This is an optimization exercise on Yosys and OpenROAD, whose aim is a short achievable clock period and few clock cycles, not a production implementation.
In this exercise RTL edits were held to simulation tests only and were not proved equivalent to the original.
Power is estimated from default activity; no workload was simulated.

==> onyx <==
## c16_top
module c16_top #(
   parameter int unsigned pc_width = 16
) (
   input  logic                clk,
   input  logic                rst_n,
   input  logic [31:0]         fetch_word,
   input  logic [2:0]          dbg_addr,
   output logic [pc_width-1:0] fetch_addr,
   output logic                fetch_stall,
   output logic [19:0]         wb_first,
   output logic [19:0]         wb_second,
   output logic [15:0]         dbg_value
);
Settings: LEC_CHECK=0, ABC_CLOCK_PERIOD_IN_PS=2500, CAP_MARGIN=20, CORE_MARGIN=2, CORE_UTILIZATION=40, SETUP_SLACK_MARGIN=2.7, SLEW_MARGIN=20, SYNTH_HIERARCHICAL=1, SYNTH_MINIMUM_KEEP_SIZE=0; clock period 5.5 ns.
standard.sh (not shown) runs the stock make flow with config.mk's settings and CLKGATE_MAP_FILE= SYNTH_SCRIPT=/design/flow/synth_recipe.tcl, a recipe that flattens the netlist after the stock synthesis.
==> flow/flow/run.sh <==
#!/bin/bash
# Own layout flow: the standard ORFS flow (standard.sh), with two synthesis
# choices changed so that the mapped logic is faster:
#  - the 4:1 and 2:1 mux cells are not used (their select-to-output delay is long,
#    and the debug read port is a select path), so logic maps to AND-OR gates;
#  - Yosys's full/half-adder extraction is off (ADDER_MAP_FILE empty), so the
#    adders map to plain gates instead of chains of slow fa/ha cells.
# Everything else (synthesis script, registers, floorplan, power grid, placement,
# CTS, routing, constraints) is the standard flow's. Each tool's output is in the
# ORFS logs under orfs/logs, and make's own output in flow_make.log.
set -euo pipefail

DU=$(make -s -C "$FLOW_HOME" DESIGN_CONFIG="$FLOW_CONFIG" WORK_HOME="$PWD/orfs" \
        print-DONT_USE_CELLS 2> print_dont_use.log | sed -n 's/^DONT_USE_CELLS: //p')
if [[ -z "$DU" ]]; then
   echo "could not read DONT_USE_CELLS" >&2
   exit 1
fi
MUX="sky130_fd_sc_hd__mux4_1 sky130_fd_sc_hd__mux4_2 sky130_fd_sc_hd__mux4_4"
MUX="$MUX sky130_fd_sc_hd__mux2_1 sky130_fd_sc_hd__mux2_2 sky130_fd_sc_hd__mux2_4"
MUX="$MUX sky130_fd_sc_hd__mux2_8 sky130_fd_sc_hd__mux2i_1 sky130_fd_sc_hd__mux2i_2"
MUX="$MUX sky130_fd_sc_hd__mux2i_4"

bash standard.sh "DONT_USE_CELLS=$DU $MUX" "ADDER_MAP_FILE=" finish > flow_make.log 2>&1
==> harbor (differences from onyx) <==
--- a/flow/design.v
+++ b/flow/design.v
@@ -279,12 +279,14 @@
       h_w1       <= l_w1;
       h_w2n      <= l_w2n;
       h_w2s      <= l_w2s;
    end
 endmodule
 module c16_decoder (
+   input  logic        clk,
+   input  logic        rst_n,
    input  logic [31:0] fetch_word,
    output logic [4:0][2:0]  lane_idx,
    output logic [4:0]       lane_use_imm,
    output logic [4:0][15:0] lane_imm,
    output logic [4:0]       lane_inv,
    output logic             cin1,
@@ -298,12 +300,19 @@
    output logic             r2_shift,
    output logic [6:0]       w_any,
    output logic [6:0]       w1,
    output logic [6:0]       w2n,
    output logic [6:0]       w2s
 );
+   logic [4:0][2:0]  lane_idx_c;
+   logic [4:0]       lane_use_imm_c;
+   logic [4:0][15:0] lane_imm_c;
+   logic [4:0]       lane_inv_c;
+   logic             cin1_c, ka_c, kb_c, wr1_c, wr2_c, r2_norm_c, r2_shift_c;
+   logic [2:0]       rd1_c, rd2_c;
+   logic [6:0]       w_any_c, w1_c, w2n_c, w2s_c;
    localparam logic [2:0] zero_reg = 3'd7;
    function automatic logic [6:0] onehot(input logic [2:0] idx);
       logic [6:0] v;
       v = '0;
       for (int i = 0; i < 7; i++) begin
          v[i] = (idx == 3'(i));
@@ -320,89 +329,114 @@
    assign alu1 = (i1[15:13] == 3'd0);
    assign alu2 = (i2[15:13] == 3'd0);
    assign reg1 = i1[11];
    assign reg2 = i2[11];
    assign sub1 = i1[12];
    assign sub2 = i2[12];
-   assign rd1  = i1[10:8];
-   assign rd2  = i2[10:8];
+   assign rd1_c  = i1[10:8];
+   assign rd2_c  = i2[10:8];
    assign rs1  = i1[7:5];
    assign rs2  = i2[7:5];
    assign rt1  = i1[2:0];
    assign rt2  = i2[2:0];
    assign imm1 = {{11{i1[4]}}, i1[4:0]};
    assign imm2 = {{11{i2[4]}}, i2[4:0]};
-   assign wr1  = alu1 && (rd1 != zero_reg);
-   assign wr2  = alu2 && (rd2 != zero_reg);
-   assign dep_x = wr1 && (rs2 == rd1);
-   assign dep_y = wr1 && reg2 && (rt2 == rd1);
+   assign wr1_c  = alu1 && (rd1_c != zero_reg);
+   assign wr2_c  = alu2 && (rd2_c != zero_reg);
+   assign dep_x = wr1_c && (rs2 == rd1_c);
+   assign dep_y = wr1_c && reg2 && (rt2 == rd1_c);
    assign both  = dep_x && dep_y;
    always_comb begin
-      lane_idx[0]     = rs1;
-      lane_use_imm[0] = 1'b0;
-      lane_imm[0]     = '0;
-      lane_inv[0]     = 1'b0;
-      lane_idx[1]     = rt1;
-      lane_use_imm[1] = !reg1;
-      lane_imm[1]     = imm1;
-      lane_inv[1]     = sub1;
-      cin1            = sub1;
-      lane_idx[2]     = rs2;
-      lane_use_imm[2] = 1'b0;
-      lane_imm[2]     = '0;
-      lane_inv[2]     = 1'b0;
-      lane_idx[3]     = rt2;
-      lane_use_imm[3] = !reg2;
-      lane_imm[3]     = imm2;
-      lane_inv[3]     = sub2;
-      lane_idx[4]     = zero_reg;
-      lane_use_imm[4] = 1'b0;
-      lane_imm[4]     = '0;
-      lane_inv[4]     = 1'b0;
-      ka              = 1'b0;
-      kb              = sub2;
+      lane_idx_c[0]     = rs1;
+      lane_use_imm_c[0] = 1'b0;
+      lane_imm_c[0]     = '0;
+      lane_inv_c[0]     = 1'b0;
+      lane_idx_c[1]     = rt1;
+      lane_use_imm_c[1] = !reg1;
+      lane_imm_c[1]     = imm1;
+      lane_inv_c[1]     = sub1;
+      cin1_c            = sub1;
+      lane_idx_c[2]     = rs2;
+      lane_use_imm_c[2] = 1'b0;
+      lane_imm_c[2]     = '0;
+      lane_inv_c[2]     = 1'b0;
+      lane_idx_c[3]     = rt2;
+      lane_use_imm_c[3] = !reg2;
+      lane_imm_c[3]     = imm2;
+      lane_inv_c[3]     = sub2;
+      lane_idx_c[4]     = zero_reg;
+      lane_use_imm_c[4] = 1'b0;
+      lane_imm_c[4]     = '0;
+      lane_inv_c[4]     = 1'b0;
+      ka_c              = 1'b0;
+      kb_c              = sub2;
       if (dep_x && !dep_y) begin
-         lane_idx[2]     = rs1;
-         lane_idx[3]     = rt1;
-         lane_use_imm[3] = !reg1;
-         lane_imm[3]     = imm1;
-         lane_inv[3]     = sub1;
-         lane_idx[4]     = rt2;
-         lane_use_imm[4] = !reg2;
-         lane_imm[4]     = imm2;
-         lane_inv[4]     = sub2;
-         ka              = sub1;
-         kb              = sub2;
+         lane_idx_c[2]     = rs1;
+         lane_idx_c[3]     = rt1;
+         lane_use_imm_c[3] = !reg1;
+         lane_imm_c[3]     = imm1;
+         lane_inv_c[3]     = sub1;
+         lane_idx_c[4]     = rt2;
+         lane_use_imm_c[4] = !reg2;
+         lane_imm_c[4]     = imm2;
+         lane_inv_c[4]     = sub2;
+         ka_c              = sub1;
+         kb_c              = sub2;
       end else if (dep_y && !dep_x) begin
-         lane_idx[3]     = rs1;
-         lane_use_imm[3] = 1'b0;
-         lane_imm[3]     = '0;
-         lane_inv[3]     = sub2;
-         lane_idx[4]     = rt1;
-         lane_use_imm[4] = !reg1;
-         lane_imm[4]     = imm1;
-         lane_inv[4]     = sub1 ^ sub2;
-         ka              = sub2 & ~sub1;
-         kb              = sub2 | sub1;
+         lane_idx_c[3]     = rs1;
+         lane_use_imm_c[3] = 1'b0;
+         lane_imm_c[3]     = '0;
+         lane_inv_c[3]     = sub2;
+         lane_idx_c[4]     = rt1;
+         lane_use_imm_c[4] = !reg1;
+         lane_imm_c[4]     = imm1;
+         lane_inv_c[4]     = sub1 ^ sub2;
+         ka_c              = sub2 & ~sub1;
+         kb_c              = sub2 | sub1;
       end else if (both) begin
-         lane_idx[2]     = zero_reg;
-         lane_idx[3]     = zero_reg;
-         lane_use_imm[3] = 1'b0;
-         lane_inv[3]     = 1'b0;
-         kb              = 1'b0;
+         lane_idx_c[2]     = zero_reg;
+         lane_idx_c[3]     = zero_reg;
+         lane_use_imm_c[3] = 1'b0;
+         lane_inv_c[3]     = 1'b0;
+         kb_c              = 1'b0;
       end
    end
    logic [6:0] t1, t2;
-   assign t1    = wr1 ? onehot(rd1) : 7'd0;
-   assign t2    = wr2 ? onehot(rd2) : 7'd0;
-   assign w_any = t1 | t2;
-   assign w1    = t1 & ~t2;
-   assign w2n   = both ? 7'd0 : t2;
-   assign w2s   = (both && !sub2) ? t2 : 7'd0;
-   assign r2_norm  = !both;
-   assign r2_shift = both && !sub2;
+   assign t1    = wr1_c ? onehot(rd1_c) : 7'd0;
+   assign t2    = wr2_c ? onehot(rd2_c) : 7'd0;
+   assign w_any_c = t1 | t2;
+   assign w1_c    = t1 & ~t2;
+   assign w2n_c   = both ? 7'd0 : t2;
+   assign w2s_c   = (both && !sub2) ? t2 : 7'd0;
+   assign r2_norm_c  = !both;
+   assign r2_shift_c = both && !sub2;
+   always_ff @(posedge clk) begin
+      if (!rst_n) begin
+         wr1   <= 1'b0;
+         wr2   <= 1'b0;
+         w_any <= '0;
+      end else begin
+         wr1   <= wr1_c;
+         wr2   <= wr2_c;
+         w_any <= w_any_c;
+      end
+      lane_idx     <= lane_idx_c;
+      lane_use_imm <= lane_use_imm_c;
+      lane_imm     <= lane_imm_c;
+      lane_inv     <= lane_inv_c;
+      cin1         <= cin1_c;
+      ka           <= ka_c;
+      kb           <= kb_c;
+      rd1          <= rd1_c;
+      rd2          <= rd2_c;
+      r2_norm      <= r2_norm_c;
+      r2_shift     <= r2_shift_c;
+      w1           <= w1_c;
+      w2n          <= w2n_c;
+      w2s          <= w2s_c;
+   end
 endmodule
 module c16_executor (
    input  logic [4:0][7:0] lane,
    input  logic            cin1,
    input  logic            ka,
    input  logic            kb,
@@ -469,12 +503,14 @@
       .clk         (clk),
       .rst_n       (rst_n),
       .fetch_addr  (fetch_addr),
       .fetch_stall (fetch_stall)
    );
    c16_decoder decoder_i (
+      .clk          (clk),
+      .rst_n        (rst_n),
       .fetch_word   (fetch_word),
       .lane_idx     (d_lane_idx),
       .lane_use_imm (d_lane_use_imm),
       .lane_imm     (d_lane_imm),
       .lane_inv     (d_lane_inv),
       .cin1         (d_cin1),
==> notes <==
Of onyx and harbor, onyx has the higher final area (gap about 4.7%, measured against harbor). In harbor the first-iteration DRC count is lower than in onyx, by 16%. In harbor the via count is smaller than in onyx, by about 5.6%. In onyx the combinational power is higher than in harbor, by about 20%. harbor reached the layout checks and failed them: max-capacitance violations, max-slew violations. onyx completed with no timing, DRC or antenna violations. Against harbor, the sequential share of layout area of onyx is lower by 5.6 points. Total power: harbor is higher than onyx (5.4%). Core utilization: harbor is lower than onyx (4.7 points).
==> figures <==
| quantity | harbor | onyx |
|---|---|---|
| Result of the run | failed layout checks | no timing/DRC/antenna violations |
| Layout check failures | max-capacitance violations, max-slew violations | - |
| Uppermost routed layer | met4 | met5 |
| Non-clock buffering overhead in the final layout | 6.74% | 12.7% |
| Peak per-stage delay on the critical path | 0.21 ns | 0.29 ns |
| Proportion of cell area spent on the clock network | 6.55% | 4.88% |
| Sequential power | 0.00470 W | 0.00414 W |
| Top achievable clock speed | 309 MHz | 297 MHz |
| Storage element area | 10600 µm² | 9090 µm² |
| Biggest power consumer among the groups | registers | combinational cells |
| Maximum fanout along the worst path | 5 | 8 |
| Count of clock buffers in the final design | 67 | 69 |
| Placed inst area | 29900 µm² | 28600 µm² |
| # Taps | 950 | 882 |
| Fraction of layout instances using a drive strength above 1 | 14.4% | 24.5% |
| Number of sequential cells | 525 | 452 |
Testbench counts of onyx, summed over its fixed seeds: cycles 9,082.
Testbench counts of harbor, summed over its fixed seeds: cycles 9,114.

afterwards: timing with drivers on the ports:
Ports are ideal in the flow. The routed layouts listed here were re-timed in OpenROAD.
Step 1 sets driving cells, clkbuf_16 on the clock port and buf_2 on the other inputs (assumed; they add their load-dependent delay and slew).
Step 2, shift: input delay + t, output delay - t, t = (earliest + latest rising clock arrival at the registers) / 2. This alone moves slack from input paths to output paths.
a / b / c = ideal ports / drivers / drivers and shift; a / b = the first two.
run | shift t [ns] | slack for setup (ns) | worst register clock-pin slew, ns
onyx | 0.680 | 2.128 / 1.943 / 1.732 | 0.07 / 0.07
harbor | 0.695 | 2.263 / 2.074 / 2.074 | 0.07 / 0.07
The setup slack of onyx, which loses most, moves by -0.185 ns with the drivers and by -0.396 ns with both steps.
